What follows belongs to an exercise in optimizing a design on an open flow for small area, a short achievable clock period and few clock cycles per item; a production flow would make more cautious choices. RTL that was checked went through simulation tests only; none was proved equivalent to the original. No activity file was given, so power comes from the tool's default toggle rates.

build 17:
## conv_pe_top
module conv_pe_top (
    input  logic        clk,
    input  logic        rst,
    input  logic        wght_valid_i,
    input  logic [63:0] wght_i,
    output logic        wght_ready_o,
    input  logic        act_valid_i,
    input  logic [63:0] act_i,
    output logic        act_ready_o,
    output logic [23:0] result_o,
    output logic        result_valid_o
);
Size: ~2700 cells after synthesis, about 38000 um2 of cells after synthesis.
clock: 5.0 ns
lec_check: 0
cap_margin: 20
core_margin: 2
core_utilization: 65
cts_cluster_diameter: 140
cts_cluster_size: 25
setup_slack_margin: 2.95
slew_margin: 20
synth_hierarchical: 1
synth_minimum_keep_size: 0
tns_end_percent: 10
standard.sh (not shown) runs the stock make flow with config.mk's settings and CLKGATE_MAP_FILE= SYNTH_SCRIPT=/design/flow/synth_recipe.tcl, a recipe that flattens the netlist after the stock synthesis.
==> flow/flow/run.sh <==
#!/bin/bash
# The standard layout, with two resizer settings changed: cells may be
# swapped for ones of another footprint during repair, and the port buffers
# are plain buffers instead of the smallest-area (delay) buffer.
set -euo pipefail
bash standard.sh MATCH_CELL_FOOTPRINT=0 "BUFFER_PORTS_ARGS=-buffer_cell sky130_fd_sc_hd__buf_1" finish > make.log 2>&1
diff inputs: build 17 => build 89
Settings: TNS_END_PERCENT removed (was 10).
--- a/flow/flow/run.sh
+++ b/flow/flow/run.sh
@@ -6 +6 @@
-bash standard.sh MATCH_CELL_FOOTPRINT=0 "BUFFER_PORTS_ARGS=-buffer_cell sky130_fd_sc_hd__buf_1" finish > make.log 2>&1
+bash standard.sh MATCH_CELL_FOOTPRINT=0 "BUFFER_PORTS_ARGS=-buffer_cell sky130_fd_sc_hd__buf_2" finish > make.log 2>&1
--- outcome ---
Compared with build 17, build 89 shows a higher count of non-CTS buffers in the layout.
Last element of the critical path: act_ready_o -> build 89, r1[89] -> build 17
[compare] base=build 17 new=build 89: clock skew climbed 0.0048 ns; clock share of power about even.
Here is what was changed in the inputs of build 59 compared with build 89.
Settings: TNS_END_PERCENT now 10, previously not set.
==> flow/run.sh (new file) <==
#!/bin/bash
# synth_recipe.tcl (not shown) runs the flow's synth.tcl, then flattens the netlist and writes it again
# the make line also repeats each setting of config.mk as NAME=value (left out here)
make -C /OpenROAD-flow-scripts/flow DESIGN_CONFIG=/design/flow/config.mk WORK_HOME=/design/flow/orfs CLKGATE_MAP_FILE= SYNTH_SCRIPT=/design/flow/synth_recipe.tcl finish
removed: flow/flow/run.sh
removed: flow/standard.sh
==> notes.md <==
Of build 59 and build 89, it is build 59 that has the lower wire length after detailed routing. Taking build 89 as the reference, in build 59 synthesized cell count neither gained nor lost much; highest cell delay on the worst timing path went up 0.35 ns; layout overhead on the synthesized area saw an increase; minimum clock period after layout climbed 0.038 ns; clock-pin slew of the registers on the worst-case setup and hold paths rose by 0.02 ns.
Function was not checked in any run of this note: the RTL went through the layout flow alone.

========
Setup of job 123:
Another version of the RTL of conv_pe_top (not shown whole).
Size in the first run: ~2500 cells after synthesis, about 35000 um^2 of cells after synthesis.
Design conv_pe_top, start of the top module:
module conv_pe_top (
    input  logic        clk,
    input  logic        rst,
    input  logic        wght_valid_i,
    input  logic [63:0] wght_i,
    output logic        wght_ready_o,
    input  logic        act_valid_i,
    input  logic [63:0] act_i,
    output logic        act_ready_o,
    output logic [23:0] result_o,
    output logic        result_valid_o
);
==> flow/config.mk <==
export PLATFORM = sky130hd
export DESIGN_NAME = conv_pe_top
export DESIGN_NICKNAME = conv_pe_top
export VERILOG_FILES = /design/flow/design.v
export SDC_FILE = /design/flow/constraint.sdc
export NUM_CORES = 4
export LEC_CHECK = 0
export CAP_MARGIN = 20
export CORE_MARGIN = 2
export CORE_UTILIZATION = 65
export CTS_CLUSTER_DIAMETER = 140
export CTS_CLUSTER_SIZE = 25
export SETUP_SLACK_MARGIN = 2.8
export SLEW_MARGIN = 20
export SYNTH_HIERARCHICAL = 1
export SYNTH_MINIMUM_KEEP_SIZE = 0
export TNS_END_PERCENT = 10
==> flow/constraint.sdc <==
create_clock -name core_clock -period 5.0 [get_ports {clk}]
set_input_delay 1.0000 -clock core_clock [delete_from_list [all_inputs] [get_ports {clk}]]
set_output_delay 1.0000 -clock core_clock [all_outputs]
set_load 0.01 [all_outputs]
==> flow/flow/run.sh <==
#!/bin/bash
# The standard layout, with two resizer settings changed: cells may be
# swapped for ones of another footprint during repair, and the port buffers
# are plain buffers instead of the smallest-area (delay) buffer.
set -euo pipefail
bash standard.sh MATCH_CELL_FOOTPRINT=0 "BUFFER_PORTS_ARGS=-buffer_cell sky130_fd_sc_hd__buf_1" finish > make.log 2>&1
Edits applied to the flow inputs when going from job 123 to job 4845:
# job 123
export LEC_CHECK = 0
export CAP_MARGIN = 20
export CORE_MARGIN = 2
export CORE_UTILIZATION = 65
export CTS_CLUSTER_DIAMETER = 140
export CTS_CLUSTER_SIZE = 25
export SETUP_SLACK_MARGIN = 2.8
export SLEW_MARGIN = 20
export SYNTH_HIERARCHICAL = 1
export SYNTH_MINIMUM_KEEP_SIZE = 0
export TNS_END_PERCENT = 10
create_clock -name core_clock -period 5.0 [get_ports {clk}]
# job 4845
export LEC_CHECK = 0
export CAP_MARGIN = 20
export CORE_MARGIN = 2
export CORE_UTILIZATION = 65
export CTS_CLUSTER_DIAMETER = 140
export CTS_CLUSTER_SIZE = 25
export SETUP_SLACK_MARGIN = 2.8
export SLEW_MARGIN = 20
export SYNTH_HIERARCHICAL = 1
export SYNTH_MINIMUM_KEEP_SIZE = 0
create_clock -name core_clock -period 5.0 [get_ports {clk}]
==> flow/run.sh (new file) <==
#!/bin/bash
# synth_recipe.tcl (not shown) runs the flow's synth.tcl, then flattens the netlist and writes it again
# the make line also repeats each setting of config.mk as NAME=value (left out here)
make -C /OpenROAD-flow-scripts/flow DESIGN_CONFIG=/design/flow/config.mk WORK_HOME=/design/flow/orfs CLKGATE_MAP_FILE= SYNTH_SCRIPT=/design/flow/synth_recipe.tcl finish
removed: flow/flow/run.sh
removed: flow/standard.sh
## What came out
Delta (job 4845 minus job 123): time the final worst path needs with I/O delays and setup now smaller; post-route non-filler standard cell count now larger; worst setup slack now larger; non-clock buffer count now larger; total power of the final layout now larger.
The following lists how job 7134 was set up differently from job 4845:
==> flow/flow/run.sh (new file) <==
#!/bin/bash
# The standard layout, with two resizer settings changed: cells may be
# swapped for ones of another footprint during repair, and the port buffers
# are plain buffers instead of the smallest-area (delay) buffer.
set -euo pipefail
bash standard.sh MATCH_CELL_FOOTPRINT=0 "BUFFER_PORTS_ARGS=-buffer_cell sky130_fd_sc_hd__buf_2" finish > make.log 2>&1
==> flow/standard.sh (new file) <==
#!/bin/bash
# synth_recipe.tcl (not shown) runs the flow's synth.tcl, then flattens the netlist and writes it again
# the make line also repeats each setting of config.mk as NAME=value (left out here)
make -C /OpenROAD-flow-scripts/flow DESIGN_CONFIG=/design/flow/config.mk WORK_HOME=/design/flow/orfs CLKGATE_MAP_FILE= SYNTH_SCRIPT=/design/flow/synth_recipe.tcl "${@:-finish}"
removed: flow/run.sh
Notes after the runs:
Job 7134 improves on job 4845 in first-iteration DRC count.
Of job 7134 and job 4845, the higher worst slack on hold paths belongs to job 4845.
Changes observed in job 7134 relative to job 4845: final clock period utilization by the worst path +0.18 points; power -about 0.9%; core utilization -2.1 points; number of enable-type register cells in the synthesized netlist ~0 delta; clock power ~0 delta.
Any difference in required time at the endpoint of the critical path between job 7134 and job 4845 is small enough to ignore.
Diff job 4845 -> job 7134: detailed-placement wirelength estimate decreased by about 0.7% relative to the old numbers, routing usage on met3 climbed 2.8 points, clock insertion delay at the later pin of the skew report shows no meaningful change.
diff inputs: job 7134 => job 2699
# job 7134
export LEC_CHECK = 0
export CAP_MARGIN = 20
export CORE_MARGIN = 2
export CORE_UTILIZATION = 65
export CTS_CLUSTER_DIAMETER = 140
export CTS_CLUSTER_SIZE = 25
export SETUP_SLACK_MARGIN = 2.8
export SLEW_MARGIN = 20
export SYNTH_HIERARCHICAL = 1
export SYNTH_MINIMUM_KEEP_SIZE = 0
create_clock -name core_clock -period 5.0 [get_ports {clk}]
# job 2699
export LEC_CHECK = 0
export CAP_MARGIN = 20
export CORE_MARGIN = 2
export CORE_UTILIZATION = 65
export CTS_CLUSTER_DIAMETER = 140
export CTS_CLUSTER_SIZE = 25
export SETUP_SLACK_MARGIN = 3.0
export SLEW_MARGIN = 20
export SYNTH_HIERARCHICAL = 1
export SYNTH_MINIMUM_KEEP_SIZE = 0
create_clock -name core_clock -period 5.0 [get_ports {clk}]
==> flow/run.sh (new file) <==
#!/bin/bash
# synth_recipe.tcl (not shown) runs the flow's synth.tcl, then flattens the netlist and writes it again
# the make line also repeats each setting of config.mk as NAME=value (left out here)
make -C /OpenROAD-flow-scripts/flow DESIGN_CONFIG=/design/flow/config.mk WORK_HOME=/design/flow/orfs CLKGATE_MAP_FILE= SYNTH_SCRIPT=/design/flow/synth_recipe.tcl finish
removed: flow/flow/run.sh
removed: flow/standard.sh
From job 7134 to job 2699 the numbers moved as follows: cell count went up 87, critical path data arrival time increased 0.07 ns, maximum single-stage delay on the critical path decreased by 0.05 ns relative to the old numbers. [compare] base=job 7134 new=job 2699: CTS clock-pin slew for the worst setup and hold paths shows no meaningful change; power dissipated in sequential cells roughly the same; proportion of final cell area spent on non-clock buffers saw an increase. Diff job 7134 -> job 2699: global routing usage on met1 +0.65 points; total count of max-transition violations in the final report ~0 delta; via count +560; overall power +about 4.6%.
Changes in job 657 relative to job 2699:
==> flow/flow/run.sh (new file) <==
#!/bin/bash
# The standard layout, with two resizer settings changed: cells may be
# swapped for ones of another footprint during repair, and the port buffers
# are plain buffers instead of the smallest-area (delay) buffer.
set -euo pipefail
bash standard.sh MATCH_CELL_FOOTPRINT=0 "BUFFER_PORTS_ARGS=-buffer_cell sky130_fd_sc_hd__buf_2" finish > make.log 2>&1
==> flow/standard.sh (new file) <==
#!/bin/bash
# synth_recipe.tcl (not shown) runs the flow's synth.tcl, then flattens the netlist and writes it again
# the make line also repeats each setting of config.mk as NAME=value (left out here)
make -C /OpenROAD-flow-scripts/flow DESIGN_CONFIG=/design/flow/config.mk WORK_HOME=/design/flow/orfs CLKGATE_MAP_FILE= SYNTH_SCRIPT=/design/flow/synth_recipe.tcl "${@:-finish}"
removed: flow/run.sh
Results
Job 657 reached the end of the flow, and the finished layout is clean on the timing, DRC and antenna checks. Per the final summary, job 2699 finished and its layout is clean on timing, DRC and antenna. In job 657 relative to job 2699, area occupied by multi-input gates had gone up slightly. Power density normalized to cell area: job 657 vs job 2699 up 7.2 nW/um^2. Taking job 2699 as the reference point, the reported net switching power of job 657 rises by about 2.6%. Number of non-clock buffers in the layout grows by more than 10% when moving from job 2699 to job 657. Job 657 falls short of job 2699 in wire length of the first global-routing pass. Taking job 2699 over job 657, the detailed-route wire length ratio works out to 0.948. The final worst slack in job 657 sits 0.056 ns below the value recorded for job 2699. Job 2699 vs job 657, critical path startpoint: wring[8][15] vs wring[8][23]. Job 657: total power higher than job 2699.
No run of this note included a check of the RTL's function; only the layout flow was run.

========
Another version of the RTL of conv_pe_top (not shown whole).
For scale: about 1000 flip-flops, roughly 160 I/O pins, ~36000 um^2 of cells after synthesis.
Design conv_pe_top, start of the top module:
module conv_pe_top (
    input  logic        clk,
    input  logic        rst,
    input  logic        wght_valid_i,
    input  logic [63:0] wght_i,
    output logic        wght_ready_o,
    input  logic        act_valid_i,
    input  logic [63:0] act_i,
    output logic        act_ready_o,
    output logic [23:0] result_o,
    output logic        result_valid_o
);
export LEC_CHECK = 0
export CAP_MARGIN = 20
export CORE_MARGIN = 2
export CORE_UTILIZATION = 75
export SETUP_SLACK_MARGIN = 2.8
export SLEW_MARGIN = 20
export SYNTH_HIERARCHICAL = 1
export SYNTH_MINIMUM_KEEP_SIZE = 0
create_clock -name core_clock -period 5.0 [get_ports {clk}]
==> flow/flow/run.sh <==
#!/bin/bash
# The standard layout, with two resizer settings changed: cells may be
# swapped for ones of another footprint during repair, and the port buffers
# are plain buffers instead of the smallest-area (delay) buffer.
set -euo pipefail
bash standard.sh MATCH_CELL_FOOTPRINT=0 "BUFFER_PORTS_ARGS=-buffer_cell sky130_fd_sc_hd__buf_2" finish > make.log 2>&1
The starting point ran to the end with no violations.
Testbench counts at the start, summed over its fixed seeds: cycles 8,884, windows 900.
Change:
==> flow/run.sh (new file) <==
#!/bin/bash
# synth_recipe.tcl (not shown) runs the flow's synth.tcl, then flattens the netlist and writes it again
# the make line also repeats each setting of config.mk as NAME=value (left out here)
make -C /OpenROAD-flow-scripts/flow DESIGN_CONFIG=/design/flow/config.mk WORK_HOME=/design/flow/orfs CLKGATE_MAP_FILE= SYNTH_SCRIPT=/design/flow/synth_recipe.tcl finish
CORE_UTILIZATION = 40   (was 75)
removed: flow/flow/run.sh
removed: flow/standard.sh
The new run ran to the end with no violations. Setup slack gets better by 0.021 ns. Fmax goes up by 0.93%. Die area goes up by 86%.
Change:
CORE_UTILIZATION = 65   (was 40)
CTS_BUF_LIST = sky130_fd_sc_hd__clkbuf_4 sky130_fd_sc_hd__clkbuf_8   (was default)
CTS_CLUSTER_SIZE = 30   (was default)
Result:
- The changed run completed with no timing, DRC or antenna violations
- combinational power came out lower by about 1%
- hold slack degrades by 0.011 ns
- first-iteration DRC count came out higher by 33%
- synthesized area stays the same
- total power fell by about 1.4%
- routed wire length grows by about 0.54%
- clock skew is lower by 0.0034 ns
Change:
==> flow/flow/run.sh (new file) <==
#!/bin/bash
# The standard layout, with two resizer settings changed: cells may be
# swapped for ones of another footprint during repair, and the port buffers
# are plain buffers instead of the smallest-area (delay) buffer.
set -euo pipefail
bash standard.sh MATCH_CELL_FOOTPRINT=0 "BUFFER_PORTS_ARGS=-buffer_cell sky130_fd_sc_hd__buf_2" finish > make.log 2>&1
==> flow/standard.sh (new file) <==
#!/bin/bash
# synth_recipe.tcl (not shown) runs the flow's synth.tcl, then flattens the netlist and writes it again
# the make line also repeats each setting of config.mk as NAME=value (left out here)
make -C /OpenROAD-flow-scripts/flow DESIGN_CONFIG=/design/flow/config.mk WORK_HOME=/design/flow/orfs CLKGATE_MAP_FILE= SYNTH_SCRIPT=/design/flow/synth_recipe.tcl "${@:-finish}"
CORE_UTILIZATION = 40   (was 65)
CTS_BUF_LIST = default   (was sky130_fd_sc_hd__clkbuf_4 sky130_fd_sc_hd__clkbuf_8)
CTS_CLUSTER_SIZE = default   (was 30)
removed: flow/run.sh
The new run went through all stages and came out clean.
Power increases by 1.8%.
Cell count went up by 9.0%.
Sequential share of layout area went up by 0.37 points.
Die area is higher by 61%.
Utilization came out lower by 30 points.
First-iteration DRC count falls by 24%.
Combinational power went down by about 0.8%.
Change:
CORE_UTILIZATION = 65   (was 40)
SETUP_SLACK_MARGIN = 2.7   (was 2.8)
Result: The new run finished clean. Total power falls by about 1.3%. Design area falls by 3.4%. Hold slack degrades by 0.012 ns. Global-route usage rises by 12 points. Worst setup slack degrades by 0.045 ns. Count of clock-buffer cells in the layout falls by 10. Routed wire length falls by about 2.2%. Register-to-register slack degrades by 0.05 ns. Core utilization rises by 27 points.

========
## build 11
conv_pe_top, a different RTL version from the one above (not shown whole).
Size: ~940 flip-flops, about 160 I/O pins, about 35000 µm² of cells after synthesis.
## conv_pe_top
module conv_pe_top (
    input  logic        clk,
    input  logic        rst,
    input  logic        wght_valid_i,
    input  logic [63:0] wght_i,
    output logic        wght_ready_o,
    input  logic        act_valid_i,
    input  logic [63:0] act_i,
    output logic        act_ready_o,
    output logic [23:0] result_o,
    output logic        result_valid_o
);
Settings: LEC_CHECK=0, CAP_MARGIN=20, CORE_MARGIN=2, CORE_UTILIZATION=40, SETUP_SLACK_MARGIN=2.8, SLEW_MARGIN=20, SYNTH_HIERARCHICAL=1, SYNTH_MINIMUM_KEEP_SIZE=0; clock period 5.0 ns.
run.sh (not shown) runs the stock make flow with config.mk's settings and CLKGATE_MAP_FILE= SYNTH_SCRIPT=/design/flow/synth_recipe.tcl, a recipe that flattens the netlist after the stock synthesis.
Stock flow here: none of the scripts above is used.
The flow did not stop early for build 11: all stages ran, and the layout cleared the timing, DRC and antenna checks.
[inputs] build 39 vs build 11
==> flow/flow/run.sh (new file) <==
#!/bin/bash
# The standard layout, with two resizer settings changed: cells may be
# swapped for ones of another footprint during repair, and the port buffers
# are plain buffers instead of the smallest-area (delay) buffer.
set -euo pipefail
bash standard.sh MATCH_CELL_FOOTPRINT=0 "BUFFER_PORTS_ARGS=-buffer_cell sky130_fd_sc_hd__buf_2" finish > make.log 2>&1
==> flow/standard.sh (new file) <==
#!/bin/bash
# synth_recipe.tcl (not shown) runs the flow's synth.tcl, then flattens the netlist and writes it again
# the make line also repeats each setting of config.mk as NAME=value (left out here)
make -C /OpenROAD-flow-scripts/flow DESIGN_CONFIG=/design/flow/config.mk WORK_HOME=/design/flow/orfs CLKGATE_MAP_FILE= SYNTH_SCRIPT=/design/flow/synth_recipe.tcl "${@:-finish}"
removed: flow/run.sh
## What came out
Compared build 39 against build 11; tap cell count within noise.
Comparing build 39 and build 11, the lower clock network fraction of design power was measured on build 39.
Build 39 reports its launching instance or port of the critical path as act_i[28] while build 11 reports act_i[25].
The sequential portion of the cell area was comparable across build 39 and build 11.
Upper clock frequency limit: build 39 vs build 11, no meaningful difference
Build 11 → build 39: post-CTS setup buffer count moved up; TritonCTS buffer count went down by 1; wire length reported by the detailed router climbed about 3.4%.
No run of this note included a check of the RTL's function; only the layout flow was run.

[separate check: timing with driven ports]
Ports are ideal in the flow. The routed layouts listed here were re-timed in OpenROAD.
Step 1 sets driving cells, clkbuf_16 on the clock port and buf_2 on the other inputs (assumed; they add their load-dependent delay and slew).
Step 2, shift: input delay + t, output delay - t, t = (earliest + latest rising clock arrival at the registers) / 2. This alone moves slack from input paths to output paths.
a / b / c = no drivers / after step 1 / after step 2; a / b = the first two.
run	shift t [ns]	slack for setup (ns)	worst hold slack (ns)	worst slew at a driven data input, ns
build 17	0.698	2.846 / 2.826 / 2.342	0.325 / 0.325 / 0.325	0.06
build 89	0.689	2.884 / 2.819 / 2.590	0.326 / 0.326 / 0.326	0.06
build 59	0.685	2.846 / 2.837 / 2.411	0.319 / 0.319 / 0.319	0.05
job 123	0.690	2.686 / 2.686 / 2.156	0.310 / 0.310 / 0.310	0.06
job 4845	0.681	2.698 / 2.698 / 2.391	0.312 / 0.312 / 0.312	0.05
job 7134	0.671	2.689 / 2.689 / 2.332	0.298 / 0.298 / 0.298	0.04
job 2699	0.676	2.698 / 2.698 / 2.390	0.317 / 0.317 / 0.317	0.06
job 657	0.677	2.642 / 2.642 / 2.553	0.312 / 0.312 / 0.312	0.05
the first run of note 3	0.723	2.674 / 2.674 / 2.295	0.322 / 0.322 / 0.322	0.07
the second run of note 3	0.703	2.695 / 2.695 / 2.185	0.312 / 0.312 / 0.312	0.05
the third run of note 3	0.828	2.702 / 2.690 / 2.212	0.301 / 0.301 / 0.301	0.06
the fourth run of note 3	0.714	2.707 / 2.707 / 2.289	0.321 / 0.321 / 0.321	0.05
the fifth run of note 3	0.699	2.662 / 2.662 / 2.662	0.308 / 0.308 / 0.308	0.08
build 11	0.727	2.688 / 2.685 / 1.958	0.277 / 0.277 / 0.277	0.10
build 39	0.724	2.692 / 2.676 / 1.951	0.293 / 0.293 / 0.293	0.14
After both steps every run listed still meets setup and hold. For build 39, which loses most, drivers alone change the setup slack by -0.016 ns; drivers and shift together by -0.741 ns.
